Background: an optimization exercise with open tools, aiming at small area, a short achievable clock period and few clock cycles. Do not read the settings as production practice.
In this exercise RTL edits were held to simulation tests only and were not proved equivalent to the original.
Power and IR drop assume default switching activity.

==> flow/design.v (outline; a module is shown in full before it is edited, if it fits) <==
// module conv2d_stream: 3230 lines
// module cv_fa: 10 lines
module conv2d_stream #(
  parameter int IMAGE_WIDTH  = 64,
  parameter int IMAGE_HEIGHT = 64,
  parameter int FILTER_SIZE  = 3,
  parameter int STRIDE       = 1,
  parameter int DATA_W       = 8,
  parameter int COEF_W       = 8,
  parameter int ACC_W        = 20
) (
  input  logic                                          clk,
  input  logic                                          rst,
  input  logic                                          start,
  input  logic [FILTER_SIZE*FILTER_SIZE*COEF_W-1:0]     filter,
  input  logic [DATA_W-1:0]                             pix_in,
  input  logic                                          pix_valid,
  output logic                                          pix_ready,
  output logic [ACC_W-1:0]                              res_out,
  output logic                                          res_valid,
  input  logic                                          res_ready,
  output logic                                          busy,
  output logic                                          done,
  output logic [$clog2(IMAGE_HEIGHT)-1:0]               row_count,
  output logic [$clog2(IMAGE_WIDTH)-1:0]                col_count
);
  // ...
==> flow/run.sh <==
#!/bin/bash
# synth_recipe.tcl (not shown) runs the flow's synth.tcl, then flattens the netlist and writes it again
# the make line also repeats each setting of config.mk as NAME=value (left out here)
make -C /OpenROAD-flow-scripts/flow DESIGN_CONFIG=/design/flow/config.mk WORK_HOME=/design/flow/orfs CLKGATE_MAP_FILE= SYNTH_SCRIPT=/design/flow/synth_recipe.tcl finish
==> flow/config.mk <==
export PLATFORM = sky130hd
export DESIGN_NAME = conv2d_stream
export DESIGN_NICKNAME = conv2d_stream
export VERILOG_FILES = /design/flow/design.v
export SDC_FILE = /design/flow/constraint.sdc
export NUM_CORES = 4
export LEC_CHECK = 0
export CAP_MARGIN = 20
export CORE_MARGIN = 2
export CORE_UTILIZATION = 40
export PLACE_DENSITY = 0.6
export SLEW_MARGIN = 20
export SYNTH_HIERARCHICAL = 1
==> flow/constraint.sdc <==
create_clock -name core_clock -period 12.0 [get_ports {clk}]
set_input_delay 2.4000 -clock core_clock [delete_from_list [all_inputs] [get_ports {clk}]]
set_output_delay 2.4000 -clock core_clock [all_outputs]
set_load 0.01 [all_outputs]
==> key figures, run 1 <==
Timing
  – Maximum achievable frequency: 212.2 MHz
  – Final number of max-transition violations: 0
  – Final critical-path required period: 4712 ps

GRT
  – Global-route wire length before repair: 147.1 mm
  – Global routing's busiest layer: met2
  – Largest net degree at the start of global routing: 52

Routing
  – Post-route DRC: 0
  – Starting DRT DRC Count: between 1,500 and 2,000

Worst setup path
  – CP required: roughly 13,000 ps
  – R2R Setup Slk: around 7300 ps
  – Critical path buffers and inverters: 1
  – Worst setup EP type: flop
  – Cell at the slowest stage of the critical path: sky130_fd_sc_hd__nor2b_4
  – Capture point of the worst reg-to-reg path: res_out[18]$_DFFE_PP_
  – Delay of the slowest critical-path stage: around 800 ps

Min path
  – Kind of path behind the tightest hold check: reg2reg

Place
  – Setup slack at placement: 6591 ps

Cells and area
  – Layout Cells excl Fill: 4,928
  – Multi-input logic area: approximately 17,000 sq um
  – Share of final-layout standard cells stronger than drive strength 1: ~6.2%

Pwr
  – Power Combinational: between 2 and 2.5 mW
  – Clock group share of total power: 35.1%
  – Power dissipated in sequential cells: roughly 4.8 mW
  – Design Power: approximately 11 mW
  – Net switching power of the design: between 2 and 3 mW
  – Peak ir drop on the vdd network: 374.9 uV

Floorplanning
  – Ports: between 100 and 150
  – Floorplan core area: ~110,000 sq um

Logic synthesis
  – Arithmetic-cell share of the synthesized area counting full adders, half adders and majority gates: between 20% and 30%
  – Dominant combinational cell family by area after synthesis: adder cells
  – Main area contributors after synthesis: sky130_fd_sc_hd__dfxtp_1 54%, sky130_fd_sc_hd__fa_1 24%, sky130_fd_sc_hd__edfxtp_1 6.1%

Status
  – Status: no timing/DRC/antenna violations

Clock network
  – Clock latency on the worst-skew pair: 720 ps
Testbench counts, summed over its fixed seeds: cycles 98,424.
==> run 2, diff against run 1 <==
==> flow/flow/run.sh (new file) <==
#!/bin/bash
# The standard layout (standard.sh: the standard flow's synthesis and ORFS flow), with
# faster port buffers and timing repair aimed below the 12 ns clock.
set -euo pipefail
bash standard.sh \
  BUFFER_PORTS_ARGS="-buffer_cell sky130_fd_sc_hd__buf_2" \
  SETUP_SLACK_MARGIN=8.4 \
  TNS_END_PERCENT=0 \
  finish > flow_make.log 2>&1
==> flow/standard.sh (new file) <==
#!/bin/bash
# synth_recipe.tcl (not shown) runs the flow's synth.tcl, then flattens the netlist and writes it again
# the make line also repeats each setting of config.mk as NAME=value (left out here)
make -C /OpenROAD-flow-scripts/flow DESIGN_CONFIG=/design/flow/config.mk WORK_HOME=/design/flow/orfs CLKGATE_MAP_FILE= SYNTH_SCRIPT=/design/flow/synth_recipe.tcl "${@:-finish}"
removed: flow/run.sh
==> key figures, run 2 <==
Logic synthesis
  – Synth Area in Compound Gates: around 1.8%
  – Combined area of all synthesized cells: between 40,000 and 50,000 sq um
  – Top post-synthesis cells by count: 1,213 x sky130_fd_sc_hd__dfxtp_1, 623 x sky130_fd_sc_hd__nand2_1, 545 x sky130_fd_sc_hd__fa_1
  – Number of flops mapped to enable cells by yosys: 92
  – Arithmetic-cell share of the synthesized area counting full adders, half adders and majority gates: 26.16% (unchanged)
  – Most used DFF post-synth: sky130_fd_sc_hd__dfxtp_1
  – Post-Syn Instances: ~3,200
  – Share of synthesized area spent on multiplexers: 0.1364%
  – Syn nets: a little under 4,000
  – Sequential element share of the synthesized area: 60.16%
  – Main area contributors after synthesis: sky130_fd_sc_hd__dfxtp_1 54%, sky130_fd_sc_hd__fa_1 24%, sky130_fd_sc_hd__edfxtp_1 6.1%
  – Post-synthesis register bit count: approximately 1,300
  – Cell taking the most area after synthesis: sky130_fd_sc_hd__dfxtp_1
  – Dominant combinational cell family by area after synthesis: adder cells
  – Dominant cell by count in the synthesized netlist: sky130_fd_sc_hd__dfxtp_1
  – Avg Cell Area, Syn: about 14 sq um
  – Cell variety after synth: 58
  – Area share of the leading cell type in the synthesized netlist: between 50% and 60%
  – Share of synthesized flip-flops with an asynchronous set or reset: 0%
  – Simple-gate portion of the synthesized area: between 8 and 9%
  – Yosys warning count: 12
  – Xor and xnor area share after synthesis: 1.247%

Routing
  – Starting DRT DRC Count: 1,597 (-9.0%)
  – Post-route DRC: 0 (unchanged)
  – Pre-antenna DRT Iters: 5
  – Routed WL: 98.09 mm
  – Detailed-route wire length per cell: just under 20 microns
  – Final antenna-violating net count: 0
  – Vias: around 23,000
  – Vias per Instance: between 4 and 5

Clock network
  – Clock transition at the registers of the reported paths: ~80 ps
  – CTS tree: yes
  – Clock latency on the worst-skew pair: 730 ps (about the same)
  – Total number of clock tree sinks: between 1,000 and 1,500
  – Clock buffers created by TritonCTS: between 100 and 150
  – Cell at the root of the clock tree: sky130_fd_sc_hd__clkbuf_16
  – Buffer depth of the longest clock path: 3
  – Depth of the CTS H-tree: 3

Worst setup path
  – Critical path cell sequence: nand2_2, fa_2, fa_1, fa_1, fa_1, fa_1, fa_1, fa_1
  – Highest net fanout along the worst path: 2
  – Capture point of the worst reg-to-reg path: q_fs945$_DFF_P_
  – Reg2Reg Launch Point: filt_q[1]$_DFFE_PP_
  – Most common cell on crit path: sky130_fd_sc_hd__fa_1
  – R2R Setup Slk: 7680 ps (+340 ps)
  – Critical path type: reg2reg
  – Delay of the slowest critical-path stage: 590 ps (-210 ps)
  – Cell at the slowest stage of the critical path: sky130_fd_sc_hd__fa_1
  – Worst setup EP type: flop
  – CP required: 12,510 ps (-70 ps)
  – Depth of the most critical reg-to-reg path: 8
  – Data arrival time of the worst path: between 4000 and 5000 ps
  – CP startpoint kind: flop

Cells and area
  – Share of final-layout standard cells stronger than drive strength 1: 10.54% (+4.3 points)
  – Number of antenna diodes: 0
  – Largest registers: r0: 304 flops, r1: 304 flops, r2: 304 flops
  – Most common library cell in the layout ignoring fill and taps: sky130_fd_sc_hd__dfxtp_1
  – Post-synthesis to final-layout area growth: 13.72%
  – Layout Cells excl Fill: 4,941 (+0.26%)
  – Cell area after layout: between 50,000 and 60,000 sq um
  – Final nets: a little over 4,000
  – Top library cells by usage in the layout, fill and taps aside: 1,207 x sky130_fd_sc_hd__dfxtp_1, 621 x sky130_fd_sc_hd__nand2_1, 543 x sky130_fd_sc_hd__fa_1

Pwr
  – Pwr dens: 213.8 nW/um^2
  – Peak ir drop on the vdd network: 301.7 uV (-20%)
  – Reported leakage power: ~18 nW
  – Design Power: 10.93 mW (+2.2%)

Floorplanning
  – DIE HEIGHT: roughly 340 microns
  – Initial standard-cell utilization of the core: about two fifths
  – Ports: 121 (unchanged)
  – Floorplan core area: 111,100 sq um (unchanged)
  – Horizontal die dimension: 339.3 microns
  – Die Area: 115,100 sq um
  – Rows: 122

GRT
  – Global-route wire length before repair: 147.9 mm (+0.52%)
  – Antenna violations before repair: 1
  – Grt ovf: 0
  – Largest net degree at the start of global routing: 49 (-5.8%)
  – Tot GR Track Use: 17.31%
  – Vias in the first global route: approximately 24,000

Timing
  – Final setup fails: 0
  – Slew at the pin closest to its max-slew limit: 928.1 ps
  – Total Negative Setup Slacks: 0 ps
  – Clock Skew: around 110 ps
  – Final number of max-transition violations: 0 (unchanged)
  – Smallest setup slack after layout: ~7700 ps
  – Maximum achievable frequency: 231.3 MHz (+9.0%)
  – Worst relative slew slack: between 30 and 40%
  – Crit share post-route: between 30% and 40%
  – Final critical-path required period: 4324 ps (-388.3 ps)
  – Unrepaired setup endpoints after global routing: yes
  – Final Hold Vio Count: 0

Flow run
  – Count of max-cap constraint violations: 0

Place
  – Hpwl dp: between 70 and 80 mm
  – Post-detailed-placement cell area: between 40,000 and 50,000 sq um
  – Inst Count DP: about 4,700
  – Routability cong.: 0.8725
  – Setup slack at placement: 6845 ps (+254.0 ps)
  – Buffers on Ports: 120

Min path
  – Depth of the worst hold-timing path: 0
  – Kind of path behind the tightest hold check: reg2reg
  – End point of the most critical hold path: r3[4][5]$_DFF_P_
  – Hold path start: r3[3][5]$_DFF_P_

Status
  – Status: no timing/DRC/antenna violations
run 2: changes by cell type in the layout (fill, tap and decap cells not counted), sizes merged:
cell and delta:
clkinv -5, nor2b +1, bufinv -4, clkdlybuf4s50 -120, clkbuf +9, inv +3, buf +129
run 2: logic make-up after synthesis:
family,Yosys count
and+or+nand+nor,893
DFF,1305
muxes,6
adders and majority gates,613
buffers and inverters,230
AOI/OAI and AO/OA,132
xor gates and xnor gates,64
run 2: layout make-up:
type                    instances  area (sq um)
fillers                     10030         60000
flip-flops and latches       1305         27060
multi-input cells            1709         17130
clock buffers                 160          3362
well taps                    1488          1862
repair buffers                134         718.2
clock inverters                58         668.1
inverters                      87         326.6
run 2: worst max-delay path by stage:
stage,start,to,slack [ps],cells after the start
floorplan,start,ei[10]$_SDFFE_PP0P_,6920,5
global placement,q_fs793$_DFF_P_,res_out[18]$_DFFE_PP_,6810,14
detailed placement,q_fs793$_DFF_P_,res_out[18]$_DFFE_PP_,6840,14
CTS,filt_q[1]$_DFFE_PP_,q_fs945$_DFF_P_,7670,8
global route,filt_q[1]$_DFFE_PP_,q_fs945$_DFF_P_,7560,8
finish,filt_q[1]$_DFFE_PP_,q_fs945$_DFF_P_,7680,8
run 2: layer usage:
| metal | up-vias | wire (microns) | GRT usage, % |
|---|---|---|---|
| met5 | - | 7 | 0 |
| li1 | 10320 | - | - |
| met3 | 182 | 7343 | 3.534 |
| met1 | 11470 | 42190 | 23.44 |
| met4 | 2 | 3486 | 6.038 |
| met2 | 840 | 45060 | 27.73 |
run 2: power by group:
part           switching (mW)  internal [mW]  leakage (nW)
Sequential              0.117           4.64          10.7
Combinational            1.31           1.11          5.27
Clock                    1.64           2.12          1.97
run 2: through the flow:
step / hold WS [ps] / util [%]
final: 225.0 / 46.01
after global routing: 231.0 / 46.01
after CTS: 226.3 / 45.97
after detailed placement: 312.1 / 42.23
after global placement: 309.5 / 42.23
after floorplan: 309.6 / -
run 2: what timing repair did:
action,4_1_cts,5_1_grt
setup endpoints to repair,116,139
cloned,0,1
pin swaps,12,5
resized for setup,20,2
hold buffers,0,0
hold endpoints to repair,0,0
setup buffers,8,2
run 2: per-module statistics from Yosys, one instance, submodules excluded:
module	flops+latches	area, sq um	copies in the design
conv2d_stream	1305	34130	1
cv_fa	0	20.02	541
run 2: worst max-delay path, delay by kind of cell, from the launching register on:
family,cells,cell delay [ps]
and+or+nand+nor,1,120
DFF,1,500
adders and majority gates,7,3490

[afterwards: timing with drivers on the ports]
No port has a modelled driver above. Below, the same layouts with a new extraction and two added sets of constraints. Step 1, drivers: a clkbuf_16 drives clk and a buf_2 each remaining input, both assumed. Step 2 adds t to the input delays and takes it off the output delays; t is the mean of the earliest and latest rising clock arrival at the registers after step 1. Input paths then give back, and output paths get back, about the clock's delay inside the block. Slacks: ideal ports / drivers / drivers and shift; pairs: ideal ports / drivers.
run	t, ns	setup slack, ns	worst register clock-pin slew, ns	worst slew at a driven data input, ns
run 1	0.743	7.288 / 7.329 / 6.586	0.07 / 0.07	0.05
run 2	0.750	7.676 / 7.676 / 7.211	0.08 / 0.08	0.06
After both steps setup and hold are still met in every run listed. The setup slack of run 1, which loses most, moves by +0.041 ns with the drivers and by -0.702 ns with both steps.
